This is an optimization exercise on Yosys and OpenROAD, whose aim is small area, a short achievable clock period and few clock cycles per item, not a production implementation.
Function was checked by simulation only, so behaviour that the tests miss may differ from the original.
Power figures rest on the tool's default switching activity, not on a simulated workload.

== onyx ==
Design sha1_byte_stream_hasher, start of the top module:
module sha1_byte_stream_hasher (
    input  logic        aclk,
    input  logic        aresetn,
    input  logic        s_tvalid,
    output logic        s_tready,
    input  logic [7:0]  s_tdata,    
    input  logic        s_tuser,    
    output logic        m_tvalid,
    input  logic        m_tready,
    output logic [39:0] m_tdata,    
    output logic        m_tlast     
);
    logic        drain, drain_end;
    logic        blk_full, blk_first, blk_last;
    logic [31:0] blk_top;
    sha1bs_ctrl u_ctrl (
        .aclk      (aclk),
        .aresetn   (aresetn),
        .s_tvalid  (s_tvalid),
        .s_tready  (s_tready),
        .s_tdata   (s_tdata),
        .s_tuser   (s_tuser),
        .drain     (drain),
        .drain_end (drain_end),
        .blk_full  (blk_full),
        .blk_top   (blk_top),
        .blk_first (blk_first),
        .blk_last  (blk_last)
    );
    sha1bs_datapath u_datapath (
        .aclk      (aclk),
        .aresetn   (aresetn),
        .blk_full  (blk_full),
        .blk_top   (blk_top),
        .blk_first (blk_first),
  ...
For scale: about 56 I/O pins, about 64,000 µm² of cells after synthesis.
==> flow/config.mk <==
export PLATFORM = sky130hd
export DESIGN_NAME = sha1_byte_stream_hasher
export DESIGN_NICKNAME = sha1_byte_stream_hasher
export VERILOG_FILES = /design/flow/design.v
export SDC_FILE = /design/flow/constraint.sdc
export NUM_CORES = 4
export LEC_CHECK = 0
export ABC_AREA = 1
export CAP_MARGIN = 20
export CORE_MARGIN = 2
export CORE_UTILIZATION = 40
export CTS_CLUSTER_DIAMETER = 100
export CTS_CLUSTER_SIZE = 24
export PLACE_DENSITY = 0.6
export SETUP_SLACK_MARGIN = 3.9
export SLEW_MARGIN = 20
==> flow/constraint.sdc <==
create_clock -name core_clock -period 7.0 [get_ports {aclk}]
set_input_delay 1.4000 -clock core_clock [delete_from_list [all_inputs] [get_ports {aclk}]]
set_output_delay 1.4000 -clock core_clock [all_outputs]
set_load 0.01 [all_outputs]
run.sh (not shown) runs the stock make flow with config.mk's settings and CLKGATE_MAP_FILE= SYNTH_SCRIPT=/design/flow/synth_recipe.tcl, a recipe that flattens the netlist after the stock synthesis.
Testbench counts of onyx, summed over its fixed seeds: cycles 77,205, bytes 53,936.
The inputs of yarrow differ from those of onyx as listed below.
-- flow/design.v --
<<< onyx, line 62
    logic [31:0]  od_q;                 
    logic         ol_q;                 
    logic         ok, ok_q, ok_n, start, adv, hwr;    
    logic [6:0]   r_next, r_succ2;
    logic [31:0]  c_n, d_n, fx_n, fy_n;
>>> yarrow, line 62
    logic [31:0]  od_q;                 
    logic         ol_q;                 
    logic         ok, start, adv, hwr;
    logic [6:0]   r_next, r_succ2;
    logic [31:0]  c_n, d_n, fx_n, fy_n;
<<< onyx, line 68
    logic [31:0]  h_op, h_op_n, h_op_q, h_x, h_sum, h_d;
    logic [31:0]  k_n, a2, pa1, qs, qc;
    assign ok    = ok_q;
    assign drain = (is64_q && blk_full && ok) || (r_q[6] && !is64_q && drn_q);
    assign start = is79_q && drain;
>>> yarrow, line 68
    logic [31:0]  h_op, h_op_n, h_op_q, h_x, h_sum, h_d;
    logic [31:0]  k_n, a2, pa1, qs, qc;
    assign ok    = !ob_q && !obp_q && !obp2_q && !pk_q;
    assign drain = (is64_q && blk_full && ok) || (r_q[6] && !is64_q && drn_q);
    assign start = is79_q && drain;
<<< onyx, line 193
            h0w_q   <= 1'b0;
            obp_q   <= 1'b0;
            ok_q    <= 1'b1;
            obp2_q  <= 1'b0;
            ob_q    <= 1'b0;
>>> yarrow, line 193
            h0w_q   <= 1'b0;
            obp_q   <= 1'b0;
            obp2_q  <= 1'b0;
            ob_q    <= 1'b0;
<<< onyx, line 225
            obp_q  <= (real_q && is79_q && last_q && !pk_q) || (upk_q && is64_q && last_q);
            obp2_q <= obp_q;
            ok_q   <= ok_n;
            if (obp2_q) begin
                ob_q <= 1'b1;
>>> yarrow, line 224
            obp_q  <= (real_q && is79_q && last_q && !pk_q) || (upk_q && is64_q && last_q);
            obp2_q <= obp_q;
            if (obp2_q) begin
                ob_q <= 1'b1;
<<< onyx, line 235
        end
    end
    assign ok_n = !(((pk_q || (real_q && is75_q && (ob_q || obp_q || obp2_q))) && !(upk_q && is64_q))
                   || (real_q && is79_q && last_q && !pk_q) || (upk_q && is64_q && last_q)
                   || obp_q || obp2_q || (ob_q && !(m_tready && oi_q == 3'd4)));
    always_comb begin
        if (obp2_q)                oi_next = 3'd0;
>>> yarrow, line 233
        end
    end
    always_comb begin
        if (obp2_q)                oi_next = 3'd0;
[summary]
Relative to onyx, inverter count decreased by 125 in yarrow.
met3 capacity usage during global routing in yarrow is 0.20 points lower than in onyx
yarrow vs onyx on proportion of cell area occupied by multi-input gates: yarrow is the higher one.
yarrow vs. onyx: clock share of power went down by 0.4 points.
Net total in the final layout of yarrow falls short of that of onyx by a few percent.
Against onyx, yarrow reports a number of tap cells added at floorplan that is lower.
From onyx to yarrow the numbers moved as follows: final design utilization picked up an extra 0.66 points, final design instance area without fill neither gained nor lost much, least setup slack across all paths after layout saw a decrease.
yarrow against onyx: sequential power flat; wire length moved down; sequential cell count was more or less identical.
Testbench counts of yarrow, summed over its fixed seeds: cycles 77,205, bytes 53,936.

## afterwards: timing with drivers on the ports
The flow's constraints put no driver on any port. The routed layouts listed below were extracted and timed again, unchanged, in two steps. Step 1 assumes that a clkbuf_16 drives the clock port and a buf_2 every other input. Step 2, shift: input delay + t, output delay - t, t = (earliest + latest rising clock arrival at the registers) / 2. This alone moves slack from input paths to output paths. Three values: ideal ports, drivers, drivers and shift; two values: the first two.
run	t (ns)	slack for setup (ns)	worst setup path after step 2	slew at the worst register clock pin (ns)	worst data-port slew with drivers (ns)
onyx	0.799	3.895 / 3.861 / 3.254	input to register	0.11 / 0.11	0.03
yarrow	0.808	3.808 / 3.808 / 3.215	input to register	0.11 / 0.11	0.03
After both steps setup and hold are still met in every run listed. The setup slack of onyx, which loses most, moves by -0.034 ns with the drivers and by -0.641 ns with both steps.
